This is an optimization exercise on Yosys and OpenROAD, whose aim is small area, a short achievable clock period and few clock cycles, not a production implementation.
Only simulation tests tie the RTL to the original design; equivalence was not proved.
Power figures rest on the tool's default switching activity, not on a simulated workload.

## udp_rx_top
module udp_rx_top (
    input  wire                            clk,
    input  wire                            rst_i,
    input  wire [31:0]                     hdr_src_ip_i,
    input  wire [15:0]                     hdr_src_port_i,
    input  wire [31:0]                     hdr_dst_ip_i,
    input  wire [15:0]                     hdr_dst_port_i,
    input  wire [15:0]                     hdr_length_i,
    input  wire                            hdr_valid_i,
    output wire                            hdr_ready_o,
    input  wire [64-1:0]       beat_data_i,
    input  wire                            beat_last_i,
    input  wire                            beat_valid_i,
    output wire                            beat_ready_o,
    input  wire [8-1:0]      axil_awaddr_i,
    input  wire                            axil_awvalid_i,
    input  wire [32-1:0]      axil_wdata_i,
    input  wire [32/8-1:0]    axil_wstrb_i,
    input  wire                            axil_wvalid_i,
    input  wire                            axil_bready_i,
    input  wire [8-1:0]      axil_araddr_i,
    input  wire                            axil_arvalid_i,
    input  wire                            axil_rready_i,
    output wire                            axil_awready_o,
    output wire                            axil_wready_o,
    output wire [1:0]                      axil_bresp_o,
    output wire                            axil_bvalid_o,
    output wire                            axil_arready_o,
    output wire [32-1:0]      axil_rdata_o,
    output wire [1:0]                      axil_rresp_o,
    output wire                            axil_rvalid_o,
    output wire                            rx_irq_o
);
Settings: LEC_CHECK=0, CAP_MARGIN=20, CORE_MARGIN=2, CORE_UTILIZATION=63, CTS_CLUSTER_DIAMETER=100, CTS_CLUSTER_SIZE=24, SETUP_SLACK_MARGIN=3.0, SLEW_MARGIN=20; clock period 5.0 ns.
run.sh (not shown) runs the stock make flow with config.mk's settings and CLKGATE_MAP_FILE= SYNTH_SCRIPT=/design/flow/synth_recipe.tcl, a recipe that flattens the netlist after the stock synthesis.
Testbench counts at the start, summed over its fixed seeds: cycles 21,360.
Change:
--- a/flow/config.mk
+++ b/flow/config.mk
@@ -10,4 +10,2 @@
-export CORE_UTILIZATION = 63
-export CTS_CLUSTER_DIAMETER = 100
-export CTS_CLUSTER_SIZE = 24
-export SETUP_SLACK_MARGIN = 3.0
+export CORE_UTILIZATION = 60
+export SETUP_SLACK_MARGIN = 2.5
Result:
- cell count climbs by about 3%
- clock-buffer cell count climbs by 184
- worst hold slack got worse by 5.3 ps
- power climbs by about 22%
- setup slack got worse by 26 ps
Change:
--- a/flow/config.mk
+++ b/flow/config.mk
@@ -11 +11,3 @@
-export SETUP_SLACK_MARGIN = 2.5
+export CTS_CLUSTER_DIAMETER = 100
+export CTS_CLUSTER_SIZE = 24
+export SETUP_SLACK_MARGIN = 2.8
What happened: Wire length came out higher by 7.3%. Global-route usage grows by 2.3 points. Clock power went down by 41%. Power fell by 17%. Sequential cell count is unchanged.
Change:
--- a/flow/config.mk
+++ b/flow/config.mk
@@ -13 +13 @@
-export SETUP_SLACK_MARGIN = 2.8
+export SETUP_SLACK_MARGIN = 3.2
Effect: Cell count fell slightly; worst setup slack gets worse by 98 ps; power drops slightly; global-route usage shrinks by 1.3 points.
Change:
--- a/flow/config.mk
+++ b/flow/config.mk
@@ -10 +10 @@
-export CORE_UTILIZATION = 60
+export CORE_UTILIZATION = 66
@@ -13 +13 @@
-export SETUP_SLACK_MARGIN = 3.2
+export SETUP_SLACK_MARGIN = 2.5
Outcome: Design area shrinks by 2.2%; routed wire length shrinks by 8.6%; worst setup slack is worse by 16 ps; worst hold slack is better by 14 ps.

========
udp_rx_top again, from the RTL that the note above started with.
// udp_rx_top
module udp_rx_top (
    input  wire                            clk,
    input  wire                            rst_i,
    input  wire [31:0]                     hdr_src_ip_i,
    input  wire [15:0]                     hdr_src_port_i,
    input  wire [31:0]                     hdr_dst_ip_i,
    input  wire [15:0]                     hdr_dst_port_i,
    input  wire [15:0]                     hdr_length_i,
    input  wire                            hdr_valid_i,
    output wire                            hdr_ready_o,
    input  wire [64-1:0]       beat_data_i,
    input  wire                            beat_last_i,
    input  wire                            beat_valid_i,
    output wire                            beat_ready_o,
    input  wire [8-1:0]      axil_awaddr_i,
    input  wire                            axil_awvalid_i,
    input  wire [32-1:0]      axil_wdata_i,
    input  wire [32/8-1:0]    axil_wstrb_i,
    input  wire                            axil_wvalid_i,
    input  wire                            axil_bready_i,
    input  wire [8-1:0]      axil_araddr_i,
    input  wire                            axil_arvalid_i,
    input  wire                            axil_rready_i,
    output wire                            axil_awready_o,
    output wire                            axil_wready_o,
    output wire [1:0]                      axil_bresp_o,
    output wire                            axil_bvalid_o,
    output wire                            axil_arready_o,
    output wire [32-1:0]      axil_rdata_o,
    output wire [1:0]                      axil_rresp_o,
    output wire                            axil_rvalid_o,
    output wire                            rx_irq_o
);
    wire                                     cfg_enable;
  ...
export LEC_CHECK = 0
export CAP_MARGIN = 20
export CORE_MARGIN = 2
export CORE_UTILIZATION = 60
export CTS_CLUSTER_DIAMETER = 100
export CTS_CLUSTER_SIZE = 24
export SETUP_SLACK_MARGIN = 2.5
export SLEW_MARGIN = 20
create_clock -name core_clock -period 5.0 [get_ports {clk}]
standard.sh (not shown) runs the stock make flow with config.mk's settings and CLKGATE_MAP_FILE= SYNTH_SCRIPT=/design/flow/synth_recipe.tcl, a recipe that flattens the netlist after the stock synthesis.
==> flow/flow/run.sh <==
#!/bin/bash
# The standard layout, except that the port buffers are plain buffers (buf_2) rather than the
# delay cell buffer_ports picks by default. Every port still gets its buffer.
set -euo pipefail
export BUFFER_PORTS_ARGS="-buffer_cell sky130_fd_sc_hd__buf_2"
bash standard.sh > standard_flow.log 2>&1
Testbench counts at the start, summed over its fixed seeds: cycles 21,360.
==> next run, changes <==
==> flow/run.sh (new file) <==
#!/bin/bash
# synth_recipe.tcl (not shown) runs the flow's synth.tcl, then flattens the netlist and writes it again
# the make line also repeats each setting of config.mk as NAME=value (left out here)
make -C /OpenROAD-flow-scripts/flow DESIGN_CONFIG=/design/flow/config.mk WORK_HOME=/design/flow/orfs CLKGATE_MAP_FILE= SYNTH_SCRIPT=/design/flow/synth_recipe.tcl finish
removed: flow/flow/run.sh
removed: flow/standard.sh
The changed run finished clean.
Core utilization grows by 0.53 points.
Sequential share of layout area shrinks by 0.44 points.
Worst setup slack is better by 72 ps.
Via count shrinks by 1.5%.
==> next run, changes <==
--- a/flow/config.mk
+++ b/flow/config.mk
@@ -11,4 +11,4 @@
 export CTS_CLUSTER_DIAMETER = 100
 export CTS_CLUSTER_SIZE = 24
-export SETUP_SLACK_MARGIN = 2.5
+export SETUP_SLACK_MARGIN = 3.0
 export SLEW_MARGIN = 20
Effect: The changed run finished clean. First-iteration DRC count increases by about 20%. Utilization goes up by 1.2 points. Sequential cell count is unchanged. Maximum frequency came out higher by about 2.5%. Design area is higher by 1.8%. Combinational power drops by about 4%. Global-route usage went up by 1.2 points. Worst setup slack gains 65 ps.
==> next run, changes <==
--- a/flow/config.mk
+++ b/flow/config.mk
@@ -11,4 +11,4 @@
 export CTS_CLUSTER_DIAMETER = 100
 export CTS_CLUSTER_SIZE = 24
-export SETUP_SLACK_MARGIN = 3.0
+export SETUP_SLACK_MARGIN = 3.6
 export SLEW_MARGIN = 20
Outcome: The changed run completed without violations; area after synthesis stays the same; die area stays the same; wire length goes up by 5.1%; hold slack is worse by 9.5 ps; worst setup slack is worse by 140 ps; cell count went up by 1.5%; core utilization rises by 2.2 points; clock skew came out higher by 15 ps; non-clock buffer count climbs by 82; global-route usage went up by 0.70 points.

static timing again, ports no longer ideal:
Ports are ideal in the flow. The routed layouts listed here were re-timed in OpenROAD.
Step 1, drivers: a clkbuf_16 drives clk and a buf_2 each remaining input, both assumed.
Step 2 moves the port delays by t, midway between the first and last clock arrival at a register: inputs arrive t later, outputs are due t later. That takes back most of the time a late clock gives input paths.
Slacks: no drivers / after step 1 / after step 2; pairs: no drivers / after step 1.
| run | t, ns | setup slack, ns | worst setup path at the end | latest minus earliest clock arrival (ns) |
|---|---|---|---|---|
| the first run of note 1 | 0.848 | 2.334 / 2.323 / 1.475 | input to register | 0.037 / 0.038 |
| the second run of note 1 | 0.909 | 2.308 / 2.308 / 1.513 | input to register | 0.033 / 0.033 |
| the third run of note 1 | 0.843 | 2.399 / 2.353 / 1.624 | input to register | 0.055 / 0.055 |
| the fourth run of note 1 | 0.832 | 2.302 / 2.302 / 1.553 | input to register | 0.044 / 0.044 |
| the fifth run of note 1 | 0.824 | 2.285 / 2.285 / 1.529 | input to register | 0.035 / 0.035 |
| the first run of note 2 | 0.843 | 2.246 / 2.246 / 1.565 | input to register | 0.048 / 0.048 |
| the second run of note 2 | 0.830 | 2.317 / 2.287 / 1.457 | input to register | 0.038 / 0.038 |
| the third run of note 2 | 0.833 | 2.382 / 2.382 / 1.616 | input to register | 0.036 / 0.037 |
| the fourth run of note 2 | 0.853 | 2.244 / 2.244 / 1.530 | input to register | 0.046 / 0.045 |
After both steps every run listed still meets setup and hold. For the second run of note 2, which loses most, drivers alone change the setup slack by -0.030 ns; drivers and shift together by -0.860 ns.
